What follows belongs to an exercise in optimizing a design on an open flow for small area; a production flow would make more cautious choices.
Function was checked by simulation only, so behaviour that the tests miss may differ from the original.
Power and IR drop assume default switching activity.

<file path="flow/design.v">
package pmp_pkg;
  localparam int pmpaddrbits = 55;
  localparam logic [1:0] prv_m = 2'b11;
endpackage
module pmp_mchk_entry (
  input  logic [53:0]  w,
  input  logic [54:0]  a,
  input  logic [14:3]  bk,
  input  logic [12:3]  p2,
  input  logic [12:3]  p3,
  output logic         lt,
  output logic         napot
);
  logic [126:0] g, e;
  logic [13:3]  blk_ok;
  for (genvar i = 0; i < 64; i++) begin : g_leaf
    if (i < 54) begin : g_real
      assign g[i] = ~w[i] & a[i];
      assign e[i] = ~(w[i] ^ a[i]);
    end else begin : g_pad
      assign g[i] = 1'b0;
      assign e[i] = 1'b1;
    end
  end
  for (genvar l = 1; l <= 6; l++) begin : g_lvl
    localparam int IN  = 128 - (128 >> (l - 1));
    localparam int OUT = 128 - (128 >> l);
    for (genvar i = 0; i < (64 >> l); i++) begin : g_node
      assign g[OUT+i] = g[IN+2*i+1] | (e[IN+2*i+1] & g[IN+2*i]);
      assign e[OUT+i] = e[IN+2*i+1] & e[IN+2*i];
    end
  end
  assign lt = a[54] | g[126];
  for (genvar k = 3; k < 13; k++) begin : g_blk
    assign blk_ok[k] = (bk[k] | e[96+k]) &
                       (e[4*k+1] | a[4*k]) & (e[4*k+2] | p2[k]) & (e[4*k+3] | p3[k]);
  end
  assign blk_ok[13] = (bk[13] | e[96+13]) & (e[53] | a[52]);
  assign napot = (e[10] | a[9]) & (e[11] | (a[9] & a[10])) & (&blk_ok) &
                 (~a[54] | bk[14]);
endmodule
module pmp_mchk_match (
  input  logic [15:0]        cfg_tor,
  input  logic [15:0]        cfg_nap,
  input  logic [15:0]        av,
  input  logic [15:0][54:0]  addr_q,
  input  logic [15:0][14:3]  bk,
  input  logic [15:0][12:3]  p2,
  input  logic [15:0][12:3]  p3,
  input  logic [53:0]        w,
  output logic [15:0]        match
);
  logic        zhi;
  logic [15:0] lt, lt_raw, nap_raw;
  assign zhi = ~|w[53:10];
  for (genvar e = 0; e < 16; e++) begin : g_ent
    pmp_mchk_entry u_entry (
      .w    (w),
      .a    (addr_q[e]),
      .bk   (bk[e]),
      .p2   (p2[e]),
      .p3   (p3[e]),
      .lt   (lt_raw[e]),
      .napot(nap_raw[e])
    );
    assign lt[e] = av[e] & lt_raw[e];
    if (e == 0) begin : g_first
      assign match[e] = (cfg_tor[e] & lt[e]) |
                        (cfg_nap[e] & (av[e] ? nap_raw[e] : zhi));
    end else begin : g_rest
      assign match[e] = (cfg_tor[e] & ~lt[e-1] & lt[e]) |
                        (cfg_nap[e] & (av[e] ? nap_raw[e] : zhi));
    end
  end
endmodule
module pmp_mchk_select (
  input  logic [15:0]        cfg_l,
  input  logic [15:0]        cfg_x,
  input  logic [15:0]        cfg_w,
  input  logic [15:0]        cfg_r,
  input  logic [15:0]        match,
  input  logic [1:0]         acc,
  input  logic               m,
  output logic               ok
);
  logic        none_ok;
  logic [15:0] allow;
  for (genvar e = 0; e < 16; e++) begin : g_ent
    assign allow[e] = (m & ~cfg_l[e]) |
                      (acc == 2'b00 ? cfg_x[e] : acc == 2'b01 ? cfg_r[e] : cfg_w[e]);
  end
  always_comb begin
    none_ok = m;
    for (int e = 15; e >= 0; e--)
      if (match[e]) none_ok = allow[e];
  end
  assign ok = none_ok & (acc != 2'b11);
endmodule
module pmp_mchk (
  input  logic              clk300p,
  input  logic              rstn,
  input  logic              cfg_we,
  input  logic              addr_we,
  input  logic [3:0]        cfg_idx,
  input  logic [7:0]        cfg_data,
  input  logic [54:0]       addr_data,
  input  logic [1:0]        prv,
  input  logic [1:0]        mpp,
  input  logic              mprv,
  input  logic [1:0]        req_valid,
  output logic [1:0]        req_ready,
  input  logic [1:0][55:0]  req_addr,
  input  logic [1:0][1:0]   req_acc,
  output logic [1:0]        rsp_valid,
  output logic [1:0]        rsp_ok,
  output logic [15:0]       fault_cnt,
  input  logic              cnt_clr
);
  logic [15:0]        cfg_l, cfg_tor, cfg_nap, cfg_x, cfg_w, cfg_r;
  logic [15:0][54:0]  addr_q;
  logic [15:0]        av;
  logic [15:0]        tor_lock, cfg_wen, addr_wen;
  logic [15:0][14:3]  bk;
  logic [15:0][12:3]  p2, p3;
  logic [1:0]         acc_en, ok_now;
  logic [1:0][15:0]   s0_match, match_now;
  logic [1:0][1:0]    s0_acc;
  logic [1:0]         s0_m;
  logic [1:0]         v1, v2, o2;
  logic [2:0]         n_fault;
  logic [16:0]        cnt_sum;
  assign req_ready = {2{!(cfg_we | addr_we)}};
  always_comb begin
    for (int i = 0; i < 16; i++) begin
      tor_lock[i] = (i < 15) ? (cfg_l[(i+1)%16] & cfg_tor[(i+1)%16]) : 1'b0;
      cfg_wen[i]  = cfg_we && cfg_idx == 4'(i) && !cfg_l[i];
      addr_wen[i] = addr_we && cfg_idx == 4'(i) && !cfg_l[i] && !tor_lock[i];
    end
  end
  always_ff @(posedge clk300p or negedge rstn) begin
    if (!rstn) begin
      cfg_l   <= '0;
      cfg_tor <= '0;
      cfg_nap <= '0;
      cfg_x   <= '0;
      cfg_w   <= '0;
      cfg_r   <= '0;
      av      <= '0;
    end else begin
      for (int i = 0; i < 16; i++) begin
        if (cfg_wen[i]) begin
          cfg_l[i]   <= cfg_data[7];
          cfg_tor[i] <= cfg_data[4:3] == 2'b01;
          cfg_nap[i] <= cfg_data[4:3] == 2'b11;
          cfg_x[i]   <= cfg_data[2];
          cfg_w[i]   <= cfg_data[1] & cfg_data[0];
          cfg_r[i]   <= cfg_data[0];
        end
        if (addr_wen[i]) av[i] <= 1'b1;
      end
    end
  end
  always_ff @(posedge clk300p) begin
    for (int i = 0; i < 16; i++)
      if (addr_wen[i]) addr_q[i] <= addr_data;
  end
  for (genvar e = 0; e < 16; e++) begin : g_mk
    assign bk[e][3] = &addr_q[e][11:9];
    for (genvar k = 3; k < 13; k++) begin : g_blk
      assign bk[e][k+1] = bk[e][k] & (&addr_q[e][4*k+3:4*k]);
    end
    assign bk[e][14] = bk[e][13] & (&addr_q[e][53:52]);
    for (genvar k = 3; k < 13; k++) begin : g_pre
      assign p2[e][k] = &addr_q[e][4*k+1:4*k];
      assign p3[e][k] = &addr_q[e][4*k+2:4*k];
    end
  end
  for (genvar c = 0; c < 2; c++) begin : g_ch
    pmp_mchk_match u_match (
      .cfg_tor(cfg_tor),
      .cfg_nap(cfg_nap),
      .av     (av),
      .addr_q (addr_q),
      .bk     (bk),
      .p2     (p2),
      .p3     (p3),
      .w      (req_addr[c][55:2]),
      .match  (match_now[c])
    );
    always_ff @(posedge clk300p) begin
      s0_match[c] <= match_now[c];
      s0_acc[c]   <= req_acc[c];
      s0_m[c]     <= (((prv == pmp_pkg::prv_m) && mprv && (req_acc[c] != 2'b00)) ? mpp : prv) == pmp_pkg::prv_m;
    end
    pmp_mchk_select u_select (
      .cfg_l  (cfg_l),
      .cfg_x  (cfg_x),
      .cfg_w  (cfg_w),
      .cfg_r  (cfg_r),
      .match  (s0_match[c]),
      .acc    (s0_acc[c]),
      .m      (s0_m[c]),
      .ok     (ok_now[c])
    );
  end
  assign acc_en = req_valid & req_ready;
  always_ff @(posedge clk300p or negedge rstn) begin
    if (!rstn) begin
      v1 <= '0;
      v2 <= '0; o2 <= '0;
      rsp_valid <= '0;
      rsp_ok    <= '0;
    end else begin
      v1 <= acc_en;
      v2 <= v1;
      o2 <= v1 & ok_now;
      rsp_valid <= v2;
      rsp_ok    <= o2;
    end
  end
  always_comb begin
    n_fault = 3'(rsp_valid[0] & ~rsp_ok[0]) + 3'(rsp_valid[1] & ~rsp_ok[1]);
    cnt_sum = {1'b0, fault_cnt} + 17'(n_fault);
  end
  always_ff @(posedge clk300p or negedge rstn) begin
    if (!rstn)        fault_cnt <= '0;
    else if (cnt_clr) fault_cnt <= '0;
    else              fault_cnt <= cnt_sum[16] ? 16'hFFFF : cnt_sum[15:0];
  end
endmodule
</file>
<file path="flow/run.sh">
#!/bin/bash
# synth_recipe.tcl (not shown) runs the flow's synth.tcl, then flattens the netlist and writes it again
# the make line also repeats each setting of config.mk as NAME=value (left out here)
make -C /OpenROAD-flow-scripts/flow DESIGN_CONFIG=/design/flow/config.mk WORK_HOME=/design/flow/orfs CLKGATE_MAP_FILE= SYNTH_SCRIPT=/design/flow/synth_recipe.tcl finish
</file>
<file path="flow/config.mk">
export PLATFORM = sky130hd
export DESIGN_NAME = pmp_mchk
export DESIGN_NICKNAME = pmp_mchk
export VERILOG_FILES = /design/flow/design.v
export SDC_FILE = /design/flow/constraint.sdc
export NUM_CORES = 4
export LEC_CHECK = 0
export CAP_MARGIN = 35
export CORE_MARGIN = 2
export CORE_UTILIZATION = 40
export CTS_CLUSTER_DIAMETER = 120
export CTS_CLUSTER_SIZE = 25
export SLEW_MARGIN = 35
</file>
<file path="flow/constraint.sdc">
create_clock -name core_clock -period 6.0 [get_ports {clk300p}]
set_input_delay 1.2000 -clock core_clock [delete_from_list [all_inputs] [get_ports {clk300p}]]
set_output_delay 1.2000 -clock core_clock [all_outputs]
set_load 0.01 [all_outputs]
</file>
==> flow_summary.yaml, run 1 <==
outcome:
  outcome: "timing/DRC/antenna clean"
sta:
  maxSlewHeadroom: 0.219
  holdWs_ns: 0.360
  min_period_ns: 4.77
  fin_skew_ns: 0.0327
  period_share: 0.796
  rsz0062_at_grt: "false"
  final_hold_viol_count: 0
  tightestPinTransition_ns: 1.16
  finalMaxSlewViolations: 0
  max_freq_ghz: 0.210
  setup_viol: 0
setup_path:
  crit_required_ns: 6.68
  critical_path.max_stage_delay_ns: 0.66
  endpoint_kind: "flip-flop"
  critPathMaxFanout: 11
  cp_num_buf_inv: 4
  r2r_setup_slack_ns: 2.21
  cp-start-kind: "input pin"
  crit_type: "in2reg"
  cp.depth: 13
  r2r_start: "addr_q[689]"
  cp_cell_sequence: "clkdlybuf4s50_1, inv_2, buf_4, ha_1, a211oi_1, o211ai_1, a31oi_1, o21ai_0, a211oi_1, o21ai_0, buf_4, nand3b_1, nand3_1"
  slowest_stage: "a211oi_1"
  critPathArrivalTime_ns: 5.45
  cp_top_family: "compound AO/OA/AOI/OAI gates"
  crit_start: "req_addr[64]"
  rr_worst_depth: 10
cells_and_area:
  drive_above_1_share: 0.0728
  final_cell_mix: "ha_1, a21oi_1, edfxtp_1, nand2_1, o21ai_0"
  layout_commonest_cell: "ha_1"
  fin_nets: 10500
  stdcell_count: 11500
  syn2layout_area_growth_pct: 13.1
cts:
  holdBufCountCts: 0
  h-tree-depth: 2
  clk_latency_ns: 0.80
  clk_path_buf_depth: 3
  clk_pin_slew_worst_paths_ns: 0.11
  cts_root_buffer: "clkbuf_16"
  cts.repair.resized: 0
  cts_sinks: 1056
  cts_tree: "done"
  cts_made_buffers: 54
  post_cts_buffers: 0
power:
  sw_frac_of_total: 0.357
  ir_drop_v: 0.000237
  p_leak_nw: 37.7
  p_clk_frac: 0.269
  p_seq_frac: 0.482
  combPwrFrac: 0.249
  power_density_nw_per_um2: 190
  power_switching_mw: 6.33
  power.internal_mw: 11.4
logic_synthesis:
  synth_nets: 9946
  yosysWarnings: 2
  synth_seq_cells: 1056
  ys_async_sr_fraction: 0.131
  synth_top_area_share: 0.321
  synth_area_um2: 82300
  synth.largest_area_cell: "edfxtp_1"
  synth_flop_cell: "edfxtp_1"
  synthCells: 8051
  ys_seq_area_frac: 0.372
  synthDistinctLibCells: 90
  syn_avg_cell_area_um2: 10.2
  synthTopCellsByArea: "edfxtp_1, ha_1, a21oi_1"
  synth_edf_count: 880
die:
  io_pins: 217
  die-width_um: 458
  rows: 166
  dieArea_um2: 209000
  core_area_um2: 205000
  die_h_um: 458
  initial_core_util: 0.402
route:
  wl_per_cell_um: 42.3
  via_count: 84300
  drt_first_pass_iters: 7
  drt_iter0_markers: 14200
  avgViaCountPerCell: 7.32
  drc: 0
  ant_nets: 0
  wl_mm: 487
placed_design:
  dp_hpwl_mm: 349
  place_inst: 11300
  port_buffers: 210
  place_congestion: 1.10
global_routing:
  overflow: 0
  antenna_found_initial: 86
  busiest_layer: "met2"
  grtUsageTotal: 0.449
  gr-usage-met2: 0.605
  grt.met1_usage: 0.552
  grt_pass1_vias: 75700
  grt_pass1_wl_mm: 642
  grt_start_max_net_pins: 57
  grtUsageMet3: 0.145
worst_hold_path:
  hold_class: "reg2reg"
  min_path_cells: 0
  worstHoldStart: "v2[0]"
run:
  max_cap_violations: 0
## sequential cells by signal, indices dropped and copies added (netlist names)
name	count
addr_q	880
s0_acc	4
v2	2
o2	2
v1	2
av	16
fault_cnt	16
cfg_x	16
cfg_tor	16
rsp_ok	2
rsp_valid	2
cfg_w	16
cfg_r	16
cfg_l	16
cfg_nap	16
s0_match	32
s0_m	2
## final timing paths
path                                      to
worst max-delay path            s0_match[19]
worst min-delay path            rsp_valid[0]
worst max register to register  s0_match[12]
worst min register to register  rsp_valid[0]
max in group asynchronous             av[14]
min in group asynchronous          cfg_x[13]
## final cells by class
| class | count | area [um^2] |
|---|---|---|
| Antenna cell | 148 | 370 |
| Clock buffer | 77 | 1480 |
| Clock inverter | 24 | 256 |
| Fill cell | 19300 | 112000 |
| Inverter | 188 | 708 |
| Multi-Input combinational cell | 6766 | 51000 |
| Sequential cell | 1056 | 30600 |
| Tap cell | 2688 | 3360 |
| Timing Repair Buffer | 572 | 5230 |
## cells by family (layout without fill, tap and decap cells)
logic type	Yosys count	after routing	share of synthesized area
buffers and inverters	229	861	0.0106
and+or+nand+nor	2346	2346	0.151
other	0	148	0
muxes	73	73	0.00952
xor gates and xnor gates	10	10	0.00106
adders and majority gates	1700	1700	0.259
AOI/OAI and AO/OA	2637	2637	0.197
DFF	1056	1056	0.372
## metal layers
layer	wire length, um	share of wire
met1	178000	0.36
met2	194000	0.40
met3	65000	0.13
met4	50300	0.10
met5	574	0.0012
## cells in the mapped netlist, types with 188 or more instances
master       n
ha_1      1699
a21oi_1   1029
edfxtp_1   880
nand2_1    584
o21ai_0    397
nand4_1    385
nor2_1     349
o22ai_1    288
a21o_1     255
nand3_1    208
nor4_1     200
inv_1      188
## power by group through the flow
stage	clock, mW	combinational (mW)	sequential, mW
after global placement	0	4.06	8.67
after global routing	4.96	4.47	8.56
after CTS	4.76	4.15	8.52
after detailed placement	0	4.13	8.68
after floorplan	0	1.87	8.51
final	4.77	4.41	8.55
## metrics by stage
stage	power, mW	utilization	setup WS, ns	setup TNS, ns	area [um^2]
2_1_floorplan	10.4	-	-2.25	-729.34	82300
6_report	17.7	0.455	1.23	0	93100
3_5_place_dp	12.8	0.444	0.806	0	90900
5_1_grt	18.0	0.453	1.39	0	92700
4_1_cts	17.4	0.453	1.62	0	92600
3_3_place_gp	12.7	0.444	0.598	0	90800
==> run 2, diff against run 1 <==
--- a/flow/config.mk
+++ b/flow/config.mk
@@ -8,6 +8,6 @@
 export CAP_MARGIN = 35
 export CORE_MARGIN = 2
 export CORE_UTILIZATION = 40
-export CTS_CLUSTER_DIAMETER = 120
-export CTS_CLUSTER_SIZE = 25
+export CTS_CLUSTER_DIAMETER = 90
+export CTS_CLUSTER_SIZE = 20
 export SLEW_MARGIN = 35
==> run 2 against run 1 <==
Highest routed layer unchanged. Critical endpoint is now s0_match[11]. Combinational power barely moved. Utilization increased by 0.59 points. Register-to-register slack worse by 0.06 ns. Routed wire length hardly changed. Critical path type unchanged. Clock-buffer cell count increased by 35. Still clean. Cell count rose by 0.60%. Die area stayed put.
==> flow_summary.yaml, run 2 <==
outcome:
  outcome: "timing/DRC/antenna clean"
cells_and_area:
  syn2layout_area_growth_pct: 14.5
  stdcell_count: 11600
  multiInputGateArea_um2: 51000
  max_flop_register: "addr_q"
  largest_reg_flops: 880
  final_cell_mix: "ha_1, a21oi_1, edfxtp_1, nand2_1, o21ai_0"
  regArea_um2: 30600
  fin_util: 0.461
  layout_commonest_cell: "ha_1"
  fin_nets: 10600
  drive_above_1_share: 0.0789
  largestRegisters: "addr_q x880, s0_match x32"
  fillCellCount: 19200
cts:
  cts_tree: "done"
  clk_pin_slew_worst_paths_ns: 0.08
  cts.repair.resized: 0
  cts_root_buffer: "clkbuf_16"
  cts_made_buffers: 82
  clk_latency_ns: 0.79
  clk_path_buf_depth: 3
  h-tree-depth: 3
  cts_sinks: 1056
  holdBufCountCts: 0
  post_cts_buffers: 0
logic_synthesis:
  synth_edf_count: 880
  yosysWarnings: 2
  synthDistinctLibCells: 90
  ys_async_sr_fraction: 0.131
  synth_area_um2: 82300
  ys_top_cells_by_count: "ha_1, a21oi_1, edfxtp_1, nand2_1, o21ai_0"
  ys_seq_area_frac: 0.372
  synth_top_area_share: 0.321
  synth_seq_cells: 1056
  synth.largest_area_cell: "edfxtp_1"
  post-synth-top-count-cell: "ha_1"
  syn_avg_cell_area_um2: 10.2
  synth_nets: 9946
  synthTopCellsByArea: "edfxtp_1, ha_1, a21oi_1"
  synth_flop_cell: "edfxtp_1"
  synthCells: 8051
die:
  dieArea_um2: 209000
  die_h_um: 458
  rows: 166
  core_area_um2: 205000
  initial_core_util: 0.402
  io_pins: 217
  die-width_um: 458
route:
  drt_iter0_markers: 14800
  wl_met2_mm: 194
  wl_met1_mm: 176
  drc: 0
  avgViaCountPerCell: 7.30
  via_count: 84600
  wl_mm: 488
  ant_nets: 0
  wl_per_cell_um: 42.1
  top_layer: "met5"
  met3_length_mm: 66.9
  drt_first_pass_iters: 9
setup_path:
  r2r_start: "addr_q[9]"
  rr_worst_depth: 7
  critPathMaxFanout: 7
  crit_type: "in2reg"
  crit_required_ns: 6.66
  critPathArrivalTime_ns: 5.46
  cp-start-kind: "input pin"
  r2r_setup_slack_ns: 2.15
  endpoint_kind: "flip-flop"
  reg2reg_to: "s0_match[16]"
global_routing:
  grt_pass1_vias: 75800
  antenna_found_initial: 80
  grtUsageTotal: 0.450
  grt_pass1_wl_mm: 643
  overflow: 0
  grt_start_max_net_pins: 57
sta:
  tightestPinTransition_ns: 1.13
  max_freq_ghz: 0.208
  finalSetupTns_ns: 0
  setup_viol: 0
  period_share: 0.800
  fin_skew_ns: 0.0317
  min_period_ns: 4.80
  final_hold_viol_count: 0
  rsz0062_at_grt: "false"
  fin_ws_ns: 1.20
  maxSlewHeadroom: 0.237
  finalMaxSlewViolations: 0
power:
  p_leak_nw: 38.2
  finalPower_mw: 19.3
  ir_drop_v: 0.000226
  power_density_nw_per_um2: 205
placed_design:
  dp_slack_ns: 0.806
  port_buffers: 210
  dp_hpwl_mm: 349
  place_congestion: 1.10
  place_inst: 11300
worst_hold_path:
  min_path_cells: 0
  worstHoldStart: "v2[0]"
  whs_endpoint: "rsp_valid[0]"
  hold_class: "reg2reg"
run:
  max_cap_violations: 0
## run 2: cell counts after synthesis
No cell type changed its count.
## run 2: worst max path at each step
stage	startpoint	to	slack, ns	depth (start not counted)
after detailed placement	req_addr[77]	s0_match[30]	0.81	13
after CTS	req_addr[78]	s0_match[16]	1.61	12
after global routing	req_addr[83]	s0_match[26]	1.42	14
final	req_addr[30]	s0_match[11]	1.20	12
after global placement	req_addr[28]	s0_match[15]	0.60	12
after floorplan	cfg_idx[0]	av[10]	-2.25	3
## run 2: where the power goes
part	internal [mW]	switching [mW]	leakage, nW
clock network	3.01	3.32	1.40
logic	1.35	3.06	26.8
registers	8.18	0.365	9.99
## run 2: routing by layer
metal | up-vias | global-route usage
met2 | 7511 | 0.608
li1 | 34300 | -
met1 | 40700 | 0.556
met5 | - | 0.0110
met4 | 14 | 0.433
met3 | 2032 | 0.143
## run 2: logic make-up after synthesis
kind of cell,Yosys count,synth area share
AND/OR/NAND/NOR,2346,0.151
adder cells (fa/ha/maj),1700,0.259
flip-flops,1056,0.372
XOR/XNOR,10,0.00106
AO/OA/AOI/OAI,2637,0.197
buffers and inverters,229,0.0106
multiplexers,73,0.00952
## run 2: final cells by class
class                   count  area share
clock inverters            40     0.00532
multi-input cells        6766       0.541
flip-flops and latches   1056       0.325
clock buffers             112      0.0253
diodes                    165     0.00438
well taps                2688      0.0357
repair buffers            573      0.0557
inverters                 188     0.00751
## run 2: critical path, stage by stage
cell and delay (ns):
clkdlybuf4s50_1 0.42, inv_1 0.58, buf_4 0.53, ha_1 0.22
nand4_1 0.18, nor4_1 0.69, o311ai_0 0.30, a21oi_1 0.54
o31ai_1 0.25, nand4_1 0.20, a211o_1 0.20, o211ai_1 0.12
## run 2: per-stage QoR
stage	hold slack [ns]	cell area, um^2
floorplan	0.331	82300
global placement	0.332	90800
detailed placement	0.339	90900
CTS	0.358	93800
global route	0.366	93900
finish	0.358	94300

==> re-timing with driven ports <==
In the flow no input, the clock included, has a driving cell. The finished layouts below were timed again as built, in two steps.
Step 1 sets driving cells, clkbuf_16 on the clock port and buf_2 on the other inputs (assumed; they add their load-dependent delay and slew).
Step 2 times the ports against the registers' clock, not the clock port: input delays grow and output delays shrink by t, the midpoint of the rising clock arrivals with the driver on.
a / b / c = ideal / step 1 / step 2; a / b = the first two.
| run | t, ns | slack for setup (ns) | worst hold slack (ns) | cell pins on the clock port's net |
|---|---|---|---|---|
| run 1 | 0.893 | 1.227 / 1.312 / 0.418 | 0.360 / 0.349 / 0.360 | 1 |
| run 2 | 0.875 | 1.202 / 1.280 / 0.405 | 0.358 / 0.358 / 0.358 | 1 |
After both steps setup and hold are still met in every run listed. For run 1, which loses most, drivers alone change the setup slack by +0.085 ns; drivers and shift together by -0.809 ns.
